This is an optimization exercise on Yosys and OpenROAD, whose aim is a short achievable clock period and few clock cycles, not a production implementation.
Power figures rest on the tool's default switching activity, not on a simulated workload.

==> exp/yarrow <==
==> flow/design.v (excerpt) <==
module rv_top (
    input  logic        clk,
    input  logic        rst,
    output logic [31:0] imem_addr,
    input  logic [31:0] imem_data,
    output logic [31:0] dmem_addr,
    output logic [31:0] dmem_wdata,
    output logic        dmem_we,
    input  logic [31:0] dmem_rdata,
    output logic        trace_valid,
    output logic [31:0] trace_pc,
    output logic        trace_we,
    output logic [4:0]  trace_rd,
    output logic [31:0] trace_data
);
    rv_pkg::wb_trace_t trace;
    rv_core #(.RESET_PC('0)) core_i (
        .clk_i(clk), .rst_i(rst), .imem_addr_o(imem_addr), .imem_data_i(imem_data),
        .dmem_addr_o(dmem_addr), .dmem_wdata_o(dmem_wdata), .dmem_we_o(dmem_we),
        .dmem_rdata_i(dmem_rdata), .trace_o(trace)
    );
    assign trace_valid = trace.valid;
    assign trace_pc    = trace.pc;
    assign trace_we    = trace.we;
    assign trace_rd    = trace.rd;
    assign trace_data  = trace.data;
endmodule
Settings: LEC_CHECK=0, ABC_CLOCK_PERIOD_IN_PS=2500, CAP_MARGIN=20, CORE_MARGIN=2, CORE_UTILIZATION=40, SETUP_SLACK_MARGIN=4.5, SLEW_MARGIN=20; clock period 7.0 ns.
standard.sh (not shown) runs the stock make flow with config.mk's settings and CLKGATE_MAP_FILE= SYNTH_SCRIPT=/design/flow/synth_recipe.tcl, a recipe that flattens the netlist after the stock synthesis.
==> flow/flow/run.sh <==
#!/bin/bash
# The standard layout, with the resizer allowed to change a cell's drive strength
# (MATCH_CELL_FOOTPRINT=0) after the standard synthesis. Each step's full output
# goes to a log file of its own in this folder.
set -euo pipefail
bash standard.sh synth > synth.log 2>&1
bash standard.sh MATCH_CELL_FOOTPRINT=0 finish > layout.log 2>&1
==> exp/onyx (differences from exp/yarrow) <==
--- a/flow/design.v
+++ b/flow/design.v
@@ -79,15 +79,14 @@
     logic [31:0] e_pc_q;
     logic        e_we_q;
     logic [4:0]  e_rd_q;
     logic [31:0] e_a_q;
     logic [31:0] e_b_q;
     logic        e_sub_q;
     logic [31:0] e_bn_q;      
-    logic [4:0]  e_sh_q;      
     logic        d_sub;
     logic        e_s_add_q, e_s_and_q, e_s_or_q, e_s_xor_q;
     logic        e_s_sll_q, e_s_sr_q, e_s_slt_q, e_s_sltu_q, e_s_ld_q;
     logic        e_sra_q;
     logic        e_br_q;
     logic        e_k_q;
     logic        e_back_q;
@@ -102,28 +101,26 @@
     logic [31:0] w_data_q;
     logic [31:0] t_data_q;    
     logic [31:0] st_data_q;   
     logic [31:0] rf_q [1:31];
     logic [31:0] f_ins;
     logic        f_jal;
     logic        f_br;
+    logic [31:0] f_imm;
+    logic [31:0] f_tgt;
     logic [31:0] f_pc4;
     logic [4:0]  f_idx;
     logic        f_dir;
     logic        f_pred;
     assign f_ins = imem_data_i;
     assign f_jal = (f_ins[6:0] == OP_JAL);
     assign f_br  = (f_ins[6:0] == OP_BRANCH);
-    logic [31:0] f_tgt_j, f_tgt_b;
-    rv_add32 f_tgtj_add (.a_i(pc_q),
-                         .b_i({{12{f_ins[31]}}, f_ins[19:12], f_ins[20], f_ins[30:21], 1'b0}),
-                         .c_i(1'b0), .s_o(f_tgt_j), .c_o(), .p_o(), .cy_o());
-    rv_add32 f_tgtb_add (.a_i(pc_q),
-                         .b_i({{20{f_ins[31]}}, f_ins[7], f_ins[30:25], f_ins[11:8], 1'b0}),
-                         .c_i(1'b0), .s_o(f_tgt_b), .c_o(), .p_o(), .cy_o());
+    assign f_imm = f_ins[3] ? {{12{f_ins[31]}}, f_ins[19:12], f_ins[20], f_ins[30:21], 1'b0}
+                            : {{20{f_ins[31]}}, f_ins[7], f_ins[30:25], f_ins[11:8], 1'b0};
+    rv_add32 f_tgt_add (.a_i(pc_q), .b_i(f_imm), .c_i(1'b0), .s_o(f_tgt), .c_o(), .p_o(), .cy_o());
     assign f_pc4  = pc_q + 32'd4;
     assign f_idx  = pc_q[6:2];
     logic f_brz;
     logic d_addi, d_zero;
     assign f_brz  = d_addi && (f_ins[24:20] == 5'd0) && (f_ins[19:15] == d_ins_q[11:7]);
     assign f_dir  = f_brz ? (d_zero ^ f_ins[12]) :
                     bp_v_q[f_idx] ? bp_c_q[f_idx][1] : f_ins[31];
@@ -201,16 +198,16 @@
     assign x_b  = e_b_q;
     assign x_bi = e_bn_q;
     logic [31:0] x_p, x_cy, x_oth;
     rv_add32 x_add (.a_i(x_a), .b_i(x_bi), .c_i(e_sub_q), .s_o(x_sum[31:0]), .c_o(x_sum[32]),
                     .p_o(x_p), .cy_o(x_cy));
     assign x_ltu = !x_sum[32];
     assign x_lt  = (x_a[31] != x_b[31]) ? x_a[31] : x_sum[31];
-    assign x_sll = x_a << e_sh_q;
-    assign x_sr  = 32'($signed({e_sra_q && x_a[31], x_a}) >>> e_sh_q);
+    assign x_sll = x_a << x_b[4:0];
+    assign x_sr  = 32'($signed({e_sra_q && x_a[31], x_a}) >>> x_b[4:0]);
     assign x_oth = ({32{e_s_and_q}}  & (x_a & x_b)) |
                    ({32{e_s_or_q}}   & (x_a | x_b)) |
                    ({32{e_s_xor_q}}  & (x_a ^ x_b)) |
                    ({32{e_s_sll_q}}  & x_sll) |
                    ({32{e_s_sr_q}}   & x_sr) |
                    ({31'd0, e_s_slt_q  & x_lt}) |
                    ({31'd0, e_s_sltu_q & x_ltu}) |
@@ -231,24 +228,24 @@
         if (rst_i) begin
             pc_q  <= RESET_PC;
             d_v_q <= 1'b0;
         end else if (mispredict) begin
             pc_q  <= e_alt_q;
             d_v_q <= 1'b0;
         end else if (!d_stall) begin
-            pc_q  <= f_jal ? f_tgt_j : (f_br && f_dir) ? f_tgt_b : f_pc4;
+            pc_q  <= f_pred ? f_tgt : f_pc4;
             d_v_q <= 1'b1;
         end
     end
     always_ff @(posedge clk_i) begin
         if (!d_stall) begin
             d_pc_q   <= pc_q;
             d_ins_q  <= f_ins;
             d_pred_q <= f_pred;
-            d_alt_q  <= (f_br && !f_dir) ? f_tgt_b : f_pc4;
+            d_alt_q  <= f_pred ? f_pc4 : f_tgt;
             d_r1_q   <= f_r1;
             d_r2_q   <= f_r2;
             d_nimm_q <= 32'd0 - {{20{f_ins[31]}}, f_ins[31:20]};
             d_mimm_q <= (f_ins[6:0] == OP_STORE) ?
                         {{20{f_ins[31]}}, f_ins[31:25], f_ins[11:7]} :
                         {{20{f_ins[31]}}, f_ins[31:20]};
             d_byp1_q <= e_we_q && (e_rd_q == f_rs1);
@@ -281,16 +278,14 @@
         e_rd_q     <= d_rd;
         e_a_q      <= (d_fa && e_s_add_q) ? x_sum[31:0] : d_fa ? x_oth : d_a;
         e_b_q      <= (d_fb && e_s_add_q) ? x_sum[31:0] : d_fb ? x_oth : d_b;
         e_bn_q     <= (d_fb && e_s_add_q) ? ((x_p ^ {32{d_sub}}) ^ x_cy) :
                       d_fb ? (x_oth ^ {32{d_sub}}) : (d_b ^ {32{d_sub}});
         if (d_isst && !d_stall)
             st_data_q <= d_fb ? x_res : d_r2;
-        if ((d_isop || d_isopimm) && d_f3[1:0] == 2'b01)
-            e_sh_q <= (d_fb && e_s_add_q) ? x_sum[4:0] : d_fb ? x_oth[4:0] : d_b[4:0];
         e_sub_q    <= d_sub;
         e_s_add_q  <= d_rdnz && (d_islui || d_isjal ||
                                  ((d_isop || d_isopimm) && d_f3 == 3'b000));
         e_s_and_q  <= d_rdnz && (d_isop || d_isopimm) && d_f3 == 3'b111;
         e_s_or_q   <= d_rdnz && (d_isop || d_isopimm) && d_f3 == 3'b110;
         e_s_xor_q  <= d_rdnz && (d_isop || d_isopimm) && d_f3 == 3'b100;
         e_s_sll_q  <= d_rdnz && (d_isop || d_isopimm) && d_f3 == 3'b001;
==> flow/run.sh (new file) <==
#!/bin/bash
# synth_recipe.tcl (not shown) runs the flow's synth.tcl, then flattens the netlist and writes it again
# the make line also repeats each setting of config.mk as NAME=value (left out here)
make -C /OpenROAD-flow-scripts/flow DESIGN_CONFIG=/design/flow/config.mk WORK_HOME=/design/flow/orfs CLKGATE_MAP_FILE= SYNTH_SCRIPT=/design/flow/synth_recipe.tcl finish
removed: flow/flow/run.sh
removed: flow/standard.sh
==> exp/fjord (differences from exp/yarrow) <==
--- a/flow/design.v
+++ b/flow/design.v
@@ -8,17 +8,15 @@
 endpackage
 `timescale 1ns/1ns
 module rv_add32 (
     input  logic [31:0] a_i,
     input  logic [31:0] b_i,
     input  logic        c_i,
     output logic [31:0] s_o,
-    output logic        c_o,
-    output logic [31:0] p_o,     
-    output logic [31:0] cy_o     
+    output logic        c_o
 );
     logic [31:0] g [6];
     logic [31:0] p [6];
     assign p[0] = a_i ^ b_i;
     assign g[0] = (a_i & b_i) | {31'd0, p[0][0] & c_i};
     for (genvar l = 1; l < 6; l++) begin : g_lvl
         localparam int D = 1 << (l - 1);
@@ -28,17 +26,15 @@
                 assign p[l][i] = p[l-1][i] & p[l-1][i-D];
             end else begin : g_pass
                 assign g[l][i] = g[l-1][i];
                 assign p[l][i] = p[l-1][i];
             end
         end
     end
-    assign cy_o = {g[5][30:0], c_i};
-    assign p_o  = p[0];
-    assign s_o  = p[0] ^ cy_o;
+    assign s_o = p[0] ^ {g[5][30:0], c_i};
     assign c_o = g[5][31];
 endmodule
 `timescale 1ns/1ns
 module rv_core #(
     parameter logic [31:0] RESET_PC = '0
 ) (
     input  logic              clk_i,
@@ -55,40 +51,35 @@
     localparam logic [6:0] OP_OPIMM  = 7'b0010011;
     localparam logic [6:0] OP_LUI    = 7'b0110111;
     localparam logic [6:0] OP_BRANCH = 7'b1100011;
     localparam logic [6:0] OP_JAL    = 7'b1101111;
     localparam logic [6:0] OP_LOAD   = 7'b0000011;
     localparam logic [6:0] OP_STORE  = 7'b0100011;
     logic [31:0] pc_q;
-    logic [31:0] bp_v_q;
-    logic [1:0]  bp_c_q [32];
+    logic [63:0] bp_v_q;
+    logic [1:0]  bp_c_q [64];
     logic        bu_v_q;
-    logic [4:0]  bu_idx_q;
+    logic [5:0]  bu_idx_q;
     logic [1:0]  bu_c_q;
     logic        d_v_q;
     logic [31:0] d_pc_q;
     logic [31:0] d_ins_q;
     logic        d_pred_q;
     logic [31:0] d_alt_q;
     logic [31:0] d_r1_q;
     logic [31:0] d_r2_q;
-    logic [31:0] d_nimm_q;    
-    logic [31:0] d_mimm_q;    
     logic        d_byp1_q;    
     logic        d_byp2_q;
     logic        e_v_q;
     logic [31:0] e_pc_q;
     logic        e_we_q;
     logic [4:0]  e_rd_q;
     logic [31:0] e_a_q;
     logic [31:0] e_b_q;
     logic        e_sub_q;
-    logic [31:0] e_bn_q;      
-    logic [4:0]  e_sh_q;      
-    logic        d_sub;
     logic        e_s_add_q, e_s_and_q, e_s_or_q, e_s_xor_q;
     logic        e_s_sll_q, e_s_sr_q, e_s_slt_q, e_s_sltu_q, e_s_ld_q;
     logic        e_sra_q;
     logic        e_br_q;
     logic        e_k_q;
     logic        e_back_q;
     logic        e_bne_q;
@@ -96,36 +87,32 @@
     logic [31:0] maddr_q;
     logic        mwe_q;
     logic        w_v_q;
     logic [31:0] w_pc_q;
     logic        w_we_q;
     logic [4:0]  w_rd_q;
     logic [31:0] w_data_q;
-    logic [31:0] t_data_q;    
-    logic [31:0] st_data_q;   
     logic [31:0] rf_q [1:31];
     logic [31:0] f_ins;
     logic        f_jal;
     logic        f_br;
+    logic [31:0] f_imm;
+    logic [31:0] f_tgt;
     logic [31:0] f_pc4;
-    logic [4:0]  f_idx;
+    logic [5:0]  f_idx;
     logic        f_dir;
     logic        f_pred;
     assign f_ins = imem_data_i;
     assign f_jal = (f_ins[6:0] == OP_JAL);
     assign f_br  = (f_ins[6:0] == OP_BRANCH);
-    logic [31:0] f_tgt_j, f_tgt_b;
-    rv_add32 f_tgtj_add (.a_i(pc_q),
-                         .b_i({{12{f_ins[31]}}, f_ins[19:12], f_ins[20], f_ins[30:21], 1'b0}),
-                         .c_i(1'b0), .s_o(f_tgt_j), .c_o(), .p_o(), .cy_o());
-    rv_add32 f_tgtb_add (.a_i(pc_q),
-                         .b_i({{20{f_ins[31]}}, f_ins[7], f_ins[30:25], f_ins[11:8], 1'b0}),
-                         .c_i(1'b0), .s_o(f_tgt_b), .c_o(), .p_o(), .cy_o());
+    assign f_imm = f_ins[3] ? {{12{f_ins[31]}}, f_ins[19:12], f_ins[20], f_ins[30:21], 1'b0}
+                            : {{20{f_ins[31]}}, f_ins[7], f_ins[30:25], f_ins[11:8], 1'b0};
+    rv_add32 f_tgt_add (.a_i(pc_q), .b_i(f_imm), .c_i(1'b0), .s_o(f_tgt), .c_o());
     assign f_pc4  = pc_q + 32'd4;
-    assign f_idx  = pc_q[6:2];
+    assign f_idx  = pc_q[7:2];
     logic f_brz;
     logic d_addi, d_zero;
     assign f_brz  = d_addi && (f_ins[24:20] == 5'd0) && (f_ins[19:15] == d_ins_q[11:7]);
     assign f_dir  = f_brz ? (d_zero ^ f_ins[12]) :
                     bp_v_q[f_idx] ? bp_c_q[f_idx][1] : f_ins[31];
     assign f_pred = f_jal || (f_br && f_dir);
     logic [4:0]  f_rs1, f_rs2;
@@ -173,88 +160,83 @@
     assign d_immu = {d_ins_q[31:12], 12'b0};
     assign d_immb = {{20{d_ins_q[31]}}, d_ins_q[7], d_ins_q[30:25], d_ins_q[11:8], 1'b0};
     assign d_r1 = d_byp1_q ? w_data_q : d_r1_q;
     assign d_r2 = d_byp2_q ? w_data_q : d_r2_q;
     logic d_fa, d_fb;
     assign d_fa = d_use1 && e_we_q && (e_rd_q == d_rs1);
     assign d_fb = d_use2 && e_we_q && (e_rd_q == d_rs2);
-    assign d_sub = (d_isop && d_f3 == 3'b000 && d_alt7) || d_isbr ||
-                   ((d_isop || d_isopimm) && (d_f3 == 3'b010 || d_f3 == 3'b011));
     assign d_a = d_isjal ? d_alt_q : (d_islui ? '0 : d_r1);
     assign d_b = (d_isopimm || d_isld) ? d_immi :
                  d_islui ? d_immu :
                  d_isjal ? '0 : d_r2;
-    assign d_zero = (d_r1_q == d_nimm_q);
+    logic [31:0] d_zx, d_zo;
+    assign d_zx   = d_r1_q ^ d_immi;
+    assign d_zo   = d_r1_q | d_immi;
+    assign d_zero = (d_zx == {d_zo[30:0], 1'b0});
     assign d_addi = d_v_q && d_isopimm && (d_f3 == 3'b000) && d_rdnz &&
                     !(e_we_q && (e_rd_q == d_rs1) && (d_rs1 != 5'd0));
     logic [31:0] d_agu;
-    rv_add32 d_agu_add (.a_i(d_r1), .b_i(d_mimm_q), .c_i(1'b0), .s_o(d_agu), .c_o(),
-                        .p_o(), .cy_o());
+    rv_add32 d_agu_add (.a_i(d_r1), .b_i(d_isst ? d_imms : d_immi), .c_i(1'b0),
+                        .s_o(d_agu), .c_o());
     assign d_stall = d_v_q && (d_isld || d_isst) && e_we_q && (e_rd_q == d_rs1) &&
                      (d_rs1 != 5'd0);
     logic [31:0] x_a, x_b, x_bi;
     logic [32:0] x_sum;
     logic        x_lt, x_ltu;
     logic [31:0] x_sll, x_sr;
     logic [31:0] x_res;
     logic        x_eq;
     assign x_a  = e_a_q;
     assign x_b  = e_b_q;
-    assign x_bi = e_bn_q;
-    logic [31:0] x_p, x_cy, x_oth;
-    rv_add32 x_add (.a_i(x_a), .b_i(x_bi), .c_i(e_sub_q), .s_o(x_sum[31:0]), .c_o(x_sum[32]),
-                    .p_o(x_p), .cy_o(x_cy));
+    assign x_bi = x_b ^ {32{e_sub_q}};
+    rv_add32 x_add (.a_i(x_a), .b_i(x_bi), .c_i(e_sub_q), .s_o(x_sum[31:0]), .c_o(x_sum[32]));
     assign x_ltu = !x_sum[32];
     assign x_lt  = (x_a[31] != x_b[31]) ? x_a[31] : x_sum[31];
-    assign x_sll = x_a << e_sh_q;
-    assign x_sr  = 32'($signed({e_sra_q && x_a[31], x_a}) >>> e_sh_q);
-    assign x_oth = ({32{e_s_and_q}}  & (x_a & x_b)) |
+    assign x_sll = x_a << x_b[4:0];
+    assign x_sr  = 32'($signed({e_sra_q && x_a[31], x_a}) >>> x_b[4:0]);
+    assign x_res = ({32{e_s_add_q}}  & x_sum[31:0]) |
+                   ({32{e_s_and_q}}  & (x_a & x_b)) |
                    ({32{e_s_or_q}}   & (x_a | x_b)) |
                    ({32{e_s_xor_q}}  & (x_a ^ x_b)) |
                    ({32{e_s_sll_q}}  & x_sll) |
                    ({32{e_s_sr_q}}   & x_sr) |
                    ({31'd0, e_s_slt_q  & x_lt}) |
                    ({31'd0, e_s_sltu_q & x_ltu}) |
                    ({32{e_s_ld_q}}   & dmem_rdata_i);
-    assign x_res = e_s_add_q ? x_sum[31:0] : x_oth;
     assign x_eq       = (x_a == x_b);
     assign mispredict = e_br_q && (x_eq ^ e_k_q);
     assign imem_addr_o  = pc_q;
     assign dmem_addr_o  = maddr_q;
     assign dmem_we_o    = mwe_q;
-    assign dmem_wdata_o = st_data_q;
+    assign dmem_wdata_o = x_b;
     assign trace_o.valid = w_v_q;
     assign trace_o.pc    = w_pc_q;
     assign trace_o.we    = w_we_q;
     assign trace_o.rd    = w_rd_q;
-    assign trace_o.data  = t_data_q;
+    assign trace_o.data  = w_data_q;
     always_ff @(posedge clk_i) begin
         if (rst_i) begin
             pc_q  <= RESET_PC;
             d_v_q <= 1'b0;
         end else if (mispredict) begin
             pc_q  <= e_alt_q;
             d_v_q <= 1'b0;
         end else if (!d_stall) begin
-            pc_q  <= f_jal ? f_tgt_j : (f_br && f_dir) ? f_tgt_b : f_pc4;
+            pc_q  <= f_pred ? f_tgt : f_pc4;
             d_v_q <= 1'b1;
         end
     end
     always_ff @(posedge clk_i) begin
         if (!d_stall) begin
             d_pc_q   <= pc_q;
             d_ins_q  <= f_ins;
             d_pred_q <= f_pred;
-            d_alt_q  <= (f_br && !f_dir) ? f_tgt_b : f_pc4;
+            d_alt_q  <= f_pred ? f_pc4 : f_tgt;
             d_r1_q   <= f_r1;
             d_r2_q   <= f_r2;
-            d_nimm_q <= 32'd0 - {{20{f_ins[31]}}, f_ins[31:20]};
-            d_mimm_q <= (f_ins[6:0] == OP_STORE) ?
-                        {{20{f_ins[31]}}, f_ins[31:25], f_ins[11:7]} :
-                        {{20{f_ins[31]}}, f_ins[31:20]};
             d_byp1_q <= e_we_q && (e_rd_q == f_rs1);
             d_byp2_q <= e_we_q && (e_rd_q == f_rs2);
         end else begin
             d_r1_q   <= d_r1;
             d_r2_q   <= d_r2;
             d_byp1_q <= e_we_q && (e_rd_q == d_rs1);
             d_byp2_q <= e_we_q && (e_rd_q == d_rs2);
@@ -275,23 +257,18 @@
             if (d_v_q && !d_stall && (d_isld || d_isst))
                 maddr_q <= d_agu;
         end
     end
     always_ff @(posedge clk_i) begin
         e_pc_q     <= d_pc_q;
         e_rd_q     <= d_rd;
-        e_a_q      <= (d_fa && e_s_add_q) ? x_sum[31:0] : d_fa ? x_oth : d_a;
-        e_b_q      <= (d_fb && e_s_add_q) ? x_sum[31:0] : d_fb ? x_oth : d_b;
-        e_bn_q     <= (d_fb && e_s_add_q) ? ((x_p ^ {32{d_sub}}) ^ x_cy) :
-                      d_fb ? (x_oth ^ {32{d_sub}}) : (d_b ^ {32{d_sub}});
-        if (d_isst && !d_stall)
-            st_data_q <= d_fb ? x_res : d_r2;
-        if ((d_isop || d_isopimm) && d_f3[1:0] == 2'b01)
-            e_sh_q <= (d_fb && e_s_add_q) ? x_sum[4:0] : d_fb ? x_oth[4:0] : d_b[4:0];
-        e_sub_q    <= d_sub;
+        e_a_q      <= d_fa ? x_res : d_a;
+        e_b_q      <= d_fb ? x_res : d_b;
+        e_sub_q    <= (d_isop && d_f3 == 3'b000 && d_alt7) || d_isbr ||
+                      ((d_isop || d_isopimm) && (d_f3 == 3'b010 || d_f3 == 3'b011));
         e_s_add_q  <= d_rdnz && (d_islui || d_isjal ||
                                  ((d_isop || d_isopimm) && d_f3 == 3'b000));
         e_s_and_q  <= d_rdnz && (d_isop || d_isopimm) && d_f3 == 3'b111;
         e_s_or_q   <= d_rdnz && (d_isop || d_isopimm) && d_f3 == 3'b110;
         e_s_xor_q  <= d_rdnz && (d_isop || d_isopimm) && d_f3 == 3'b100;
         e_s_sll_q  <= d_rdnz && (d_isop || d_isopimm) && d_f3 == 3'b001;
         e_s_sr_q   <= d_rdnz && (d_isop || d_isopimm) && d_f3 == 3'b101;
@@ -311,16 +288,14 @@
         end else begin
             w_v_q  <= e_v_q;
             w_we_q <= e_we_q;
         end
         w_pc_q   <= e_pc_q;
         w_rd_q   <= e_rd_q;
         w_data_q <= x_res;
-        if (e_v_q)
-            t_data_q <= x_res;
     end
     always_ff @(posedge clk_i) begin
         if (w_we_q && w_rd_q != 5'd0)
             rf_q[w_rd_q] <= w_data_q;
     end
     always_ff @(posedge clk_i) begin
         logic [1:0] cur;
@@ -330,19 +305,19 @@
         end else begin
             bu_v_q <= e_br_q;
             if (bu_v_q) begin
                 bp_v_q[bu_idx_q] <= 1'b1;
                 bp_c_q[bu_idx_q] <= bu_c_q;
             end
         end
-        bu_idx_q <= e_pc_q[6:2];
-        if (bu_v_q && bu_idx_q == e_pc_q[6:2])
+        bu_idx_q <= e_pc_q[7:2];
+        if (bu_v_q && bu_idx_q == e_pc_q[7:2])
             cur = bu_c_q;
-        else if (bp_v_q[e_pc_q[6:2]])
-            cur = bp_c_q[e_pc_q[6:2]];
+        else if (bp_v_q[e_pc_q[7:2]])
+            cur = bp_c_q[e_pc_q[7:2]];
         else
             cur = {e_back_q, !e_back_q};
         if (x_eq ^ e_bne_q)
             bu_c_q <= (cur == 2'b11) ? cur : cur + 2'd1;
         else
             bu_c_q <= (cur == 2'b00) ? cur : cur - 2'd1;
     end
==> flow/run.sh (new file) <==
#!/bin/bash
# synth_recipe.tcl (not shown) runs the flow's synth.tcl, then flattens the netlist and writes it again
# the make line also repeats each setting of config.mk as NAME=value (left out here)
make -C /OpenROAD-flow-scripts/flow DESIGN_CONFIG=/design/flow/config.mk WORK_HOME=/design/flow/orfs CLKGATE_MAP_FILE= SYNTH_SCRIPT=/design/flow/synth_recipe.tcl finish
- ABC_CLOCK_PERIOD_IN_PS: 2500 -> 3000
- SETUP_SLACK_MARGIN: 4.5 -> 3.5
removed: flow/flow/run.sh
removed: flow/standard.sh
==> comparison table <==
metric	exp/onyx	exp/fjord	exp/yarrow
Final weighted congestion of routability-driven global placement	0.968	0.973	0.964
Total vias in the final route	62.1k	57.5k	66.1k
Clock latency of the later-clocked register in the worst-skew pair	0.87 ns	0.84 ns	0.90 ns
Hold Path Sink	core_i.w_pc_q[10]	core_i.w_pc_q[23]	core_i.w_pc_q[24]
Fraction of power spent switching nets	27.7%	27.0%	28.1%
Placement-stage worst setup slack	1.46 ns	1.51 ns	1.82 ns
Power Dens Cells	232 nW/um^2	242 nW/um^2	223 nW/um^2
Met1 usage	38.9%	36.2%	40.2%
Area growth from synthesis to final layout	36.1%	19.4%	35.1%
Instance count of the mapped netlist	5,726	5,911	6,256
Combinational cell fraction of total power	19.3%	15.5%	18.2%
FFs & Latches	1,657	1,641	1,662
Library cell contributing the largest single delay on the critical path	sky130_fd_sc_hd__a221oi_1	sky130_fd_sc_hd__or4_4	sky130_fd_sc_hd__mux4_2
Antenna violations before repair	17	13	22
Run status	finished with violations	finished clean	finished with violations
Violated checks	capacitance limit, slew limit	-	slew limit
Sequential group power	0.0110 W	0.0109 W	0.0110 W
Metal1 wirelength	117,000 microns	113,000 microns	126,000 microns
Slew headroom	-43.9%	22.6%	-25.3%
Area of the core	202,000 sq um	205,000 sq um	205,000 sq um
Mux share of post-synthesis cell area	21.6%	21.4%	19.1%
Transition time of the tightest slew-check pin	2.16 ns	1.15 ns	1.88 ns
Number of enable-type register cells in the synthesized netlist	1,233	1,216	1,238
Final critical-path required period	3.76 ns	3.90 ns	3.64 ns
Total of fill cells in the finished design	15.7k	17.4k	16.2k
Function was not checked in any run of this note: the RTL went through the layout flow alone.

==> what the ideal ports hide <==
Ports are ideal in the flow. The routed layouts listed here were re-timed in OpenROAD.
Step 1, drivers: a clkbuf_16 drives clk and a buf_2 each remaining input, both assumed.
Step 2 times the ports against the registers' clock, not the clock port: input delays grow and output delays shrink by t, the midpoint of the rising clock arrivals with the driver on.
Slacks: ideal ports / drivers / drivers and shift; pairs: ideal ports / drivers.
run	t, ns	slack for setup (ns)	hold WS [ns]
exp/yarrow	0.959	3.365 / 3.209 / 2.250	0.326 / 0.326 / 0.326
exp/onyx	0.936	3.240 / 3.240 / 2.399	0.324 / 0.324 / 0.324
exp/fjord	0.898	3.100 / 3.100 / 2.305	0.290 / 0.290 / 0.290
For exp/yarrow, which loses most, drivers alone change the setup slack by -0.156 ns; drivers and shift together by -1.115 ns.
